Context: an optimization exercise on an open-source flow, tuned for small area and a short achievable clock period. The choices shown serve that exercise and are no tape-out recipe.
Where RTL was checked, it was by simulation tests only, not by an equivalence proof against the original.
No activity file was given, so power comes from the tool's default toggle rates.

==> inputs of 12-06 <==
// icmp_echo_top
module icmp_echo_top #(
    parameter int unsigned tx_timeout = 1023
)
(
    input  logic        clk,
    input  logic        rstn,
    input  logic        rx_req,
    input  logic [15:0] rx_len,
    input  logic [7:0]  rx_data,
    input  logic        rx_error,
    input  logic        ip_tx_ack,
    input  logic        data_req,
    input  logic        mac_send_end,
    output logic        tx_req,
    output logic        tx_ready,
    output logic [7:0]  tx_data,
    output logic        tx_end
);
clock: 6.0 ns
lec_check: 0
cap_margin: 20
core_margin: 2
core_utilization: 40
cts_cluster_diameter: 100
cts_cluster_size: 28
setup_slack_margin: 3.75
slew_margin: 20
run.sh (not shown) runs the stock make flow with config.mk's settings and CLKGATE_MAP_FILE= SYNTH_SCRIPT=/design/flow/synth_recipe.tcl, a recipe that flattens the netlist after the stock synthesis.
==> inputs of 07-16, as changes to 12-06 <==
--- a/flow/design.v
+++ b/flow/design.v
@@ -1,41 +1,18 @@
 package icmp_pkg;
     localparam int RING_LEN = 256 + 4;
     localparam int TAP_STEP = 8;
-    function automatic logic [8:0] add8(input logic [7:0] a, input logic [7:0] b,
-                                        input logic ci);
-        logic [7:0] g, p, gg, pp, gn, pn;
-        g  = a & b;
-        p  = a ^ b;
-        gg = g;
-        pp = p;
-        gg[0] = g[0] | (p[0] & ci);
-        for (int d = 1; d < 8; d = d * 2)
-        begin
-            gn = gg;
-            pn = pp;
-            for (int i = d; i < 8; i++)
-            begin
-                gn[i] = gg[i] | (pp[i] & gg[i-d]);
-                pn[i] = pp[i] & pp[i-d];
-            end
-            gg = gn;
-            pp = pn;
-        end
-        add8 = {gg[7], p ^ {gg[6:0], ci}};
-    endfunction
 endpackage
 `timescale 1ns/1ns
 module icmp_payload_ram
 (
     input  logic       clk,
     input  logic       wr_en,
     input  logic [7:0] wr_data,
-    input  logic [4:0] rd_pos_h,
-    input  logic [7:0] rd_pos_l,
-    input  logic [2:0] rd_pos_b,
+    input  logic [8:0] rd_pos,
+    input  logic [8:0] rd_pos_next,    
     output logic [7:0] rd_data
 );
     localparam int N  = icmp_pkg::RING_LEN;
     localparam int S  = icmp_pkg::TAP_STEP;
     localparam int NG = (N + S - 1) / S;
     logic [7:0] ring [N];
@@ -44,29 +21,39 @@
     always_ff @(posedge clk)
     begin
         ring[0] <= wr_en ? wr_data : ring[N-1];
         for (int i = 1; i < N; i++)
             ring[i] <= ring[i-1];
     end
+    localparam int NH = (NG + 7) / 8;
+    logic [NH-1:0] gsel_h;
+    logic [7:0]    gsel_l;
+    always_ff @(posedge clk)
+    begin
+        for (int h = 0; h < NH; h++)
+            gsel_h[h] <= (rd_pos_next[8:6] == 3'(h));
+        for (int l = 0; l < 8; l++)
+            gsel_l[l] <= (rd_pos_next[5:3] == 3'(l));
+    end
     always_comb
     begin
         grp = '0;
         for (int g = 0; g < NG; g++)
-            grp = grp | ({8{rd_pos_h[g/8] && rd_pos_l[g%8]}} & ring[g*S]);
+            grp = grp | ({8{gsel_h[g/8] && gsel_l[g%8]}} & ring[g*S]);
     end
     always_ff @(posedge clk)
     begin
         dly[1] <= grp;
         for (int k = 2; k <= S; k++)
             dly[k] <= dly[k-1];
     end
     always_comb
     begin
         rd_data = '0;
         for (int k = 1; k <= S; k++)
-            rd_data = rd_data | ({8{rd_pos_b == 3'(k-1)}} & dly[k]);
+            rd_data = rd_data | ({8{rd_pos[2:0] == 3'(k-1)}} & dly[k]);
     end
 endmodule
 `timescale 1ns/1ns
 module icmp_echo_top #(
     parameter int unsigned tx_timeout = 1023
 )
@@ -98,13 +85,13 @@
     logic s_wend;      
     logic s_done;      
     logic [9:0]  cnt;        
     logic        cnt0;       
     logic        cnt_run;
     logic        last;       
-    logic [8:0]  len_m2;     
+    logic [8:0]  len;        
     logic        len_ok;
     logic        bad;
     logic        tmo;
     logic        chk_ok;
     logic [7:0]  code;
     logic [7:0]  rx_q;       
@@ -114,15 +101,14 @@
     logic [7:0]  chk_p, chk_q;
     logic        chk_c;
     logic [7:0]  rep_p, rep_q;
     logic        rep_c;
     logic [8:0]  chk_s, rep_s;
     logic        rep_step;
-    logic [4:0]  pos_h;      
-    logic [7:0]  pos_l;      
-    logic [2:0]  pos_b;      
+    logic [8:0]  pos;
+    logic [8:0]  pos_next;
     logic [7:0]  rd_data;
     logic [7:0]  next_byte;
     assign tx_req   = s_wack;
     assign tx_ready = s_ready;
     assign len_ok  = (rx_len[15:9] == 7'd0) &&
                      (rx_len[8] ? (rx_len[7:0] <= 8'd8) : (rx_len[7:3] != 5'd0));
@@ -169,15 +155,15 @@
         end
     end
     always_ff @(posedge clk)
     begin
         cnt  <= cnt_run ? cnt + 10'd1 : 10'd0;
         cnt0 <= !cnt_run || (cnt == 10'h3ff);
-        last <= cnt_run && (cnt == {1'b0, len_m2});
+        last <= cnt_run && (cnt + 10'd2 == {1'b0, len});
         if (s_idle)
-            len_m2 <= rx_len[8:0] - 9'd2;
+            len <= rx_len[8:0];
     end
     always_ff @(posedge clk)
     begin
         if (s_recv)
         begin
             case (cnt)
@@ -191,15 +177,15 @@
         rx_q  <= rx_data;
         v_chk <= s_recv;
         v_rep <= s_recv && !(cnt0 || cnt == 10'd2 || cnt == 10'd3);
     end
     assign x_chk = v_chk ? rx_q : 8'h00;
     assign x_rep = v_rep ? rx_q : 8'h00;
-    assign chk_s = icmp_pkg::add8(chk_p, x_chk, chk_c);
-    assign rep_s = icmp_pkg::add8(rep_p, x_rep, rep_c);
-    assign rep_step = s_recv || s_pad || s_f1 || s_f2 || s_ver || (s_start && !len_m2[0]);
+    assign chk_s = {1'b0, chk_p} + {1'b0, x_chk} + {8'h00, chk_c};
+    assign rep_s = {1'b0, rep_p} + {1'b0, x_rep} + {8'h00, rep_c};
+    assign rep_step = s_recv || s_pad || s_f1 || s_f2 || s_ver || (s_start && !len[0]);
     always_ff @(posedge clk)
     begin
         if (s_idle)
         begin
             chk_p <= '0;
             chk_q <= '0;
@@ -218,47 +204,29 @@
                 rep_p <= rep_q;
                 rep_q <= rep_s[7:0];
                 rep_c <= rep_s[8];
             end
         end
     end
-    always_ff @(posedge clk)
+    always_comb
     begin
         if (s_idle)
-        begin
-            pos_h <= 5'b01000;
-            pos_l <= 8'b10000000;
-            pos_b <= 3'd7;
-        end
+            pos_next = 9'(icmp_pkg::RING_LEN - 5);
         else if (!(s_send && cnt >= 10'd3))
-        begin
-            if (pos_h[4] && pos_l[0] && pos_b == 3'd3)
-            begin
-                pos_h <= 5'b00001;
-                pos_l <= 8'b00000001;
-                pos_b <= 3'd0;
-            end
-            else
-            begin
-                pos_b <= pos_b + 3'd1;
-                if (pos_b == 3'd7)
-                begin
-                    pos_l <= {pos_l[6:0], pos_l[7]};
-                    if (pos_l[7])
-                        pos_h <= {pos_h[3:0], pos_h[4]};
-                end
-            end
-        end
-    end
+            pos_next = (pos == 9'(icmp_pkg::RING_LEN - 1)) ? 9'd0 : pos + 9'd1;
+        else
+            pos_next = pos;
+    end
+    always_ff @(posedge clk)
+        pos <= pos_next;
     icmp_payload_ram u_ram (
         .clk     (clk),
         .wr_en   (s_recv),
         .wr_data (rx_data),
-        .rd_pos_h    (pos_h),
-        .rd_pos_l    (pos_l),
-        .rd_pos_b    (pos_b),
+        .rd_pos      (pos),
+        .rd_pos_next (pos_next),
         .rd_data (rd_data)
     );
     always_comb
     begin
         case (cnt)
             10'd0:   next_byte = 8'd0;
- CTS_CLUSTER_SIZE: 28 -> 25
- SETUP_SLACK_MARGIN: 3.75 -> 3.7
==> inputs of 08-12, as changes to 12-06 <==
==> flow/design.v (replaced) <==
package icmp_pkg;
    localparam int RING_LEN = 256 + 4;
    localparam int TAP_STEP = 8;
endpackage
`timescale 1ns/1ns
module icmp_payload_ram
(
    input  logic       clk,
    input  logic       wr_en,
    input  logic [7:0] wr_data,
    input  logic [8:0] rd_pos,
    output logic [7:0] rd_data
);
    localparam int N  = icmp_pkg::RING_LEN;
    localparam int S  = icmp_pkg::TAP_STEP;
    localparam int NG = (N + S - 1) / S;
    logic [7:0] ring [N];
    logic [7:0] grp;
    logic [7:0] dly  [1:S];
    always_ff @(posedge clk)
    begin
        ring[0] <= wr_en ? wr_data : ring[N-1];
        for (int i = 1; i < N; i++)
            ring[i] <= ring[i-1];
    end
    always_comb
    begin
        grp = '0;
        for (int g = 0; g < NG; g++)
            grp = grp | ({8{rd_pos[8:3] == 6'(g)}} & ring[g*S]);
    end
    always_ff @(posedge clk)
    begin
        dly[1] <= grp;
        for (int k = 2; k <= S; k++)
            dly[k] <= dly[k-1];
    end
    always_comb
    begin
        rd_data = '0;
        for (int k = 1; k <= S; k++)
            rd_data = rd_data | ({8{rd_pos[2:0] == 3'(k-1)}} & dly[k]);
    end
endmodule
`timescale 1ns/1ns
module icmp_echo_top #(
    parameter int unsigned tx_timeout = 1023
)
(
    input  logic        clk,
    input  logic        rstn,
    input  logic        rx_req,
    input  logic [15:0] rx_len,
    input  logic [7:0]  rx_data,
    input  logic        rx_error,
    input  logic        ip_tx_ack,
    input  logic        data_req,
    input  logic        mac_send_end,
    output logic        tx_req,
    output logic        tx_ready,
    output logic [7:0]  tx_data,
    output logic        tx_end
);
    logic s_idle;      
    logic s_recv;      
    logic s_pad;       
    logic s_f1;
    logic s_f2;
    logic s_ver;       
    logic s_start;     
    logic s_wack;      
    logic s_ready;     
    logic s_send;      
    logic s_wend;      
    logic s_done;      
    logic [9:0]  cnt;        
    logic        cnt0;       
    logic        cnt_run;
    logic        last;       
    logic [8:0]  len;        
    logic        len_ok;
    logic        bad;
    logic        tmo;
    logic        chk_ok;
    logic [7:0]  code;
    logic [7:0]  x_chk, x_rep;
    logic        rep_take;   
    logic [7:0]  chk_p, chk_q;
    logic        chk_c;
    logic [7:0]  rep_p, rep_q;
    logic        rep_c;
    logic [8:0]  chk_s, rep_s;
    logic        rep_step;
    logic [8:0]  pos;
    logic [7:0]  rd_data;
    logic [7:0]  next_byte;
    assign tx_req   = s_wack;
    assign tx_ready = s_ready;
    assign len_ok  = (rx_len[15:9] == 7'd0) &&
                     (rx_len[8] ? (rx_len[7:0] <= 8'd8) : (rx_len[7:3] != 5'd0));
    assign bad     = rx_error || (cnt0 && rx_data != 8'd8);
    assign tmo     = (cnt == 10'(tx_timeout));
    assign chk_ok  = (chk_p == 8'hff) && (chk_q == 8'hff);
    assign cnt_run = s_recv || s_send || (s_ready && !data_req);
    always_ff @(posedge clk)
    begin
        if (!rstn)
        begin
            s_idle  <= 1'b1;
            s_recv  <= 1'b0;
            s_pad   <= 1'b0;
            s_f1    <= 1'b0;
            s_f2    <= 1'b0;
            s_ver   <= 1'b0;
            s_start <= 1'b0;
            s_wack  <= 1'b0;
            s_ready <= 1'b0;
            s_send  <= 1'b0;
            s_wend  <= 1'b0;
            s_done  <= 1'b0;
            tx_data <= 8'h00;
            tx_end  <= 1'b0;
        end
        else
        begin
            s_idle  <= (s_idle && !(rx_req && len_ok)) || (s_recv && bad) ||
                       (s_ver && !chk_ok) || s_done;
            s_recv  <= (s_idle && rx_req && len_ok) || (s_recv && !bad && !last);
            s_pad   <= s_recv && !bad && last;
            s_f1    <= s_pad;
            s_f2    <= s_f1;
            s_ver   <= s_f2;
            s_start <= s_ver && chk_ok;
            s_wack  <= s_start || (s_wack && !ip_tx_ack);
            s_ready <= (s_wack && ip_tx_ack) || (s_ready && !data_req && !tmo);
            s_send  <= (s_ready && data_req) || (s_send && !last);
            s_wend  <= (s_send && last) || (s_wend && !mac_send_end);
            s_done  <= (s_ready && !data_req && tmo) || (s_wend && mac_send_end);
            tx_data <= s_send ? next_byte : 8'h00;
            tx_end  <= s_send && last;
        end
    end
    always_ff @(posedge clk)
    begin
        cnt  <= cnt_run ? cnt + 10'd1 : 10'd0;
        cnt0 <= !cnt_run || (cnt == 10'h3ff);
        last <= cnt_run && (cnt + 10'd2 == {1'b0, len});
        if (s_idle)
            len <= rx_len[8:0];
    end
    always_ff @(posedge clk)
    begin
        if (s_recv)
        begin
            case (cnt)
                10'd1:   code <= rx_data;
                default: ;
            endcase
        end
    end
    assign x_chk = s_recv ? rx_data : 8'h00;
    assign x_rep = rep_take ? rx_data : 8'h00;
    always_ff @(posedge clk)
        rep_take <= rstn && s_recv && !bad && !last && !(cnt == 10'd1 || cnt == 10'd2);
    assign chk_s = {1'b0, chk_p} + {1'b0, x_chk} + {8'h00, chk_c};
    assign rep_s = {1'b0, rep_p} + {1'b0, x_rep} + {8'h00, rep_c};
    assign rep_step = s_recv || s_pad || s_f1 || s_f2 || (s_ver && !len[0]);
    always_ff @(posedge clk)
    begin
        if (s_idle)
        begin
            chk_p <= '0;
            chk_q <= '0;
            chk_c <= 1'b0;
            rep_p <= '0;
            rep_q <= '0;
            rep_c <= 1'b0;
        end
        else
        begin
            chk_p <= chk_q;
            chk_q <= chk_s[7:0];
            chk_c <= chk_s[8];
            if (rep_step)
            begin
                rep_p <= rep_q;
                rep_q <= rep_s[7:0];
                rep_c <= rep_s[8];
            end
        end
    end
    always_ff @(posedge clk)
    begin
        if (s_idle)
            pos <= 9'(icmp_pkg::RING_LEN - 5);
        else if (!(s_send && cnt >= 10'd3))
            pos <= (pos == 9'(icmp_pkg::RING_LEN - 1)) ? 9'd0 : pos + 9'd1;
    end
    icmp_payload_ram u_ram (
        .clk     (clk),
        .wr_en   (s_recv),
        .wr_data (rx_data),
        .rd_pos  (pos),
        .rd_data (rd_data)
    );
    always_comb
    begin
        case (cnt)
            10'd0:   next_byte = 8'd0;
            10'd1:   next_byte = code;
            10'd2:   next_byte = ~rep_p;
            10'd3:   next_byte = ~rep_q;
            default: next_byte = rd_data;    
        endcase
    end
endmodule
- CORE_UTILIZATION: 40 -> 60
- CTS_CLUSTER_SIZE: 28 -> 30
- PLACE_DENSITY: default -> 0.75
- SETUP_SLACK_MARGIN: 3.75 -> 3.6
==> inputs of 06-22, as changes to 12-06 <==
--- a/flow/design.v
+++ b/flow/design.v
@@ -27,15 +27,14 @@
 `timescale 1ns/1ns
 module icmp_payload_ram
 (
     input  logic       clk,
     input  logic       wr_en,
     input  logic [7:0] wr_data,
-    input  logic [4:0] rd_pos_h,
-    input  logic [7:0] rd_pos_l,
-    input  logic [2:0] rd_pos_b,
+    input  logic [8:0] rd_pos,
+    input  logic [8:0] rd_pos_next,    
     output logic [7:0] rd_data
 );
     localparam int N  = icmp_pkg::RING_LEN;
     localparam int S  = icmp_pkg::TAP_STEP;
     localparam int NG = (N + S - 1) / S;
     logic [7:0] ring [N];
@@ -44,29 +43,39 @@
     always_ff @(posedge clk)
     begin
         ring[0] <= wr_en ? wr_data : ring[N-1];
         for (int i = 1; i < N; i++)
             ring[i] <= ring[i-1];
     end
+    localparam int NH = (NG + 7) / 8;
+    logic [NH-1:0] gsel_h;
+    logic [7:0]    gsel_l;
+    always_ff @(posedge clk)
+    begin
+        for (int h = 0; h < NH; h++)
+            gsel_h[h] <= (rd_pos_next[8:6] == 3'(h));
+        for (int l = 0; l < 8; l++)
+            gsel_l[l] <= (rd_pos_next[5:3] == 3'(l));
+    end
     always_comb
     begin
         grp = '0;
         for (int g = 0; g < NG; g++)
-            grp = grp | ({8{rd_pos_h[g/8] && rd_pos_l[g%8]}} & ring[g*S]);
+            grp = grp | ({8{gsel_h[g/8] && gsel_l[g%8]}} & ring[g*S]);
     end
     always_ff @(posedge clk)
     begin
         dly[1] <= grp;
         for (int k = 2; k <= S; k++)
             dly[k] <= dly[k-1];
     end
     always_comb
     begin
         rd_data = '0;
         for (int k = 1; k <= S; k++)
-            rd_data = rd_data | ({8{rd_pos_b == 3'(k-1)}} & dly[k]);
+            rd_data = rd_data | ({8{rd_pos[2:0] == 3'(k-1)}} & dly[k]);
     end
 endmodule
 `timescale 1ns/1ns
 module icmp_echo_top #(
     parameter int unsigned tx_timeout = 1023
 )
@@ -114,15 +123,14 @@
     logic [7:0]  chk_p, chk_q;
     logic        chk_c;
     logic [7:0]  rep_p, rep_q;
     logic        rep_c;
     logic [8:0]  chk_s, rep_s;
     logic        rep_step;
-    logic [4:0]  pos_h;      
-    logic [7:0]  pos_l;      
-    logic [2:0]  pos_b;      
+    logic [8:0]  pos;
+    logic [8:0]  pos_next;
     logic [7:0]  rd_data;
     logic [7:0]  next_byte;
     assign tx_req   = s_wack;
     assign tx_ready = s_ready;
     assign len_ok  = (rx_len[15:9] == 7'd0) &&
                      (rx_len[8] ? (rx_len[7:0] <= 8'd8) : (rx_len[7:3] != 5'd0));
@@ -218,47 +226,29 @@
                 rep_p <= rep_q;
                 rep_q <= rep_s[7:0];
                 rep_c <= rep_s[8];
             end
         end
     end
-    always_ff @(posedge clk)
+    always_comb
     begin
         if (s_idle)
-        begin
-            pos_h <= 5'b01000;
-            pos_l <= 8'b10000000;
-            pos_b <= 3'd7;
-        end
+            pos_next = 9'(icmp_pkg::RING_LEN - 5);
         else if (!(s_send && cnt >= 10'd3))
-        begin
-            if (pos_h[4] && pos_l[0] && pos_b == 3'd3)
-            begin
-                pos_h <= 5'b00001;
-                pos_l <= 8'b00000001;
-                pos_b <= 3'd0;
-            end
-            else
-            begin
-                pos_b <= pos_b + 3'd1;
-                if (pos_b == 3'd7)
-                begin
-                    pos_l <= {pos_l[6:0], pos_l[7]};
-                    if (pos_l[7])
-                        pos_h <= {pos_h[3:0], pos_h[4]};
-                end
-            end
-        end
-    end
+            pos_next = (pos == 9'(icmp_pkg::RING_LEN - 1)) ? 9'd0 : pos + 9'd1;
+        else
+            pos_next = pos;
+    end
+    always_ff @(posedge clk)
+        pos <= pos_next;
     icmp_payload_ram u_ram (
         .clk     (clk),
         .wr_en   (s_recv),
         .wr_data (rx_data),
-        .rd_pos_h    (pos_h),
-        .rd_pos_l    (pos_l),
-        .rd_pos_b    (pos_b),
+        .rd_pos      (pos),
+        .rd_pos_next (pos_next),
         .rd_data (rd_data)
     );
     always_comb
     begin
         case (cnt)
             10'd0:   next_byte = 8'd0;
- CTS_CLUSTER_SIZE: 28 -> 25
- SETUP_SLACK_MARGIN: 3.75 -> 3.7
==> summary.txt <==
metric	07-16	12-06	08-12	06-22
Number of tap cells inserted	1650	1637	1070	1637
Initial antenna violation count	5	1	2	3
Final core utilization	44.3%	44.2%	66.1%	44.7%
Run status	complete, no violations	complete, no violations	complete, no violations	complete, no violations
Cell area after layout	0.0555 mm2	0.0548 mm2	0.0541 mm2	0.0554 mm2
Data arrival at the endpoint of the critical path	1.13 ns	1.14 ns	3.00 ns	1.13 ns
Non-Clock Inverter Count	41	37	31	32
Area of the die	0.129 mm2	0.128 mm2	0.0847 mm2	0.128 mm2
Post-synthesis share of cell area spent on xor and xnor gates	0.452%	0.509%	0.532%	0.709%
Highest ir drop seen on vdd	0.205 mV	0.216 mV	0.288 mV	0.251 mV
CP endpoint kind	primary output	primary output	register	primary output
Proportion of layout cells with a drive suffix above 1	6.63%	6.19%	8.14%	7.08%
Number of non-filler instances in the completed layout	4774	4708	4154	4732
Adder and majority gate portion of the synthesized area	0.780%	0.737%	0.795%	0.784%
Design internal power	18.1 mW	17.8 mW	17.5 mW	18.1 mW
No functional check of the RTL was part of 07-16.

[static timing again, ports no longer ideal]
The results above use ideal ports. As a check the final layouts listed here were re-extracted and re-timed, cells and wires unchanged.
Step 1: set_driving_cell puts a clkbuf_16 on clk and a buf_2 on each other input, an assumption about the parent block.
Step 2 times the ports against the registers' clock, not the clock port: input delays grow and output delays shrink by t, the midpoint of the rising clock arrivals with the driver on.
a / b / c = ideal ports / drivers / drivers and shift; a / b = the first two.
| run | t (ns) | setup WS [ns] | pins driven straight from the clock port |
|---|---|---|---|
| 12-06 | 0.734 | 3.662 / 3.595 / 3.079 | 1 |
| 07-16 | 0.736 | 3.668 / 3.602 / 3.046 | 1 |
| 08-12 | 0.731 | 3.602 / 3.578 / 2.894 | 1 |
| 06-22 | 0.745 | 3.667 / 3.595 / 3.063 | 1 |
After both steps setup and hold are still met in every run listed. The setup slack of 08-12, which loses most, moves by -0.024 ns with the drivers and by -0.708 ns with both steps.
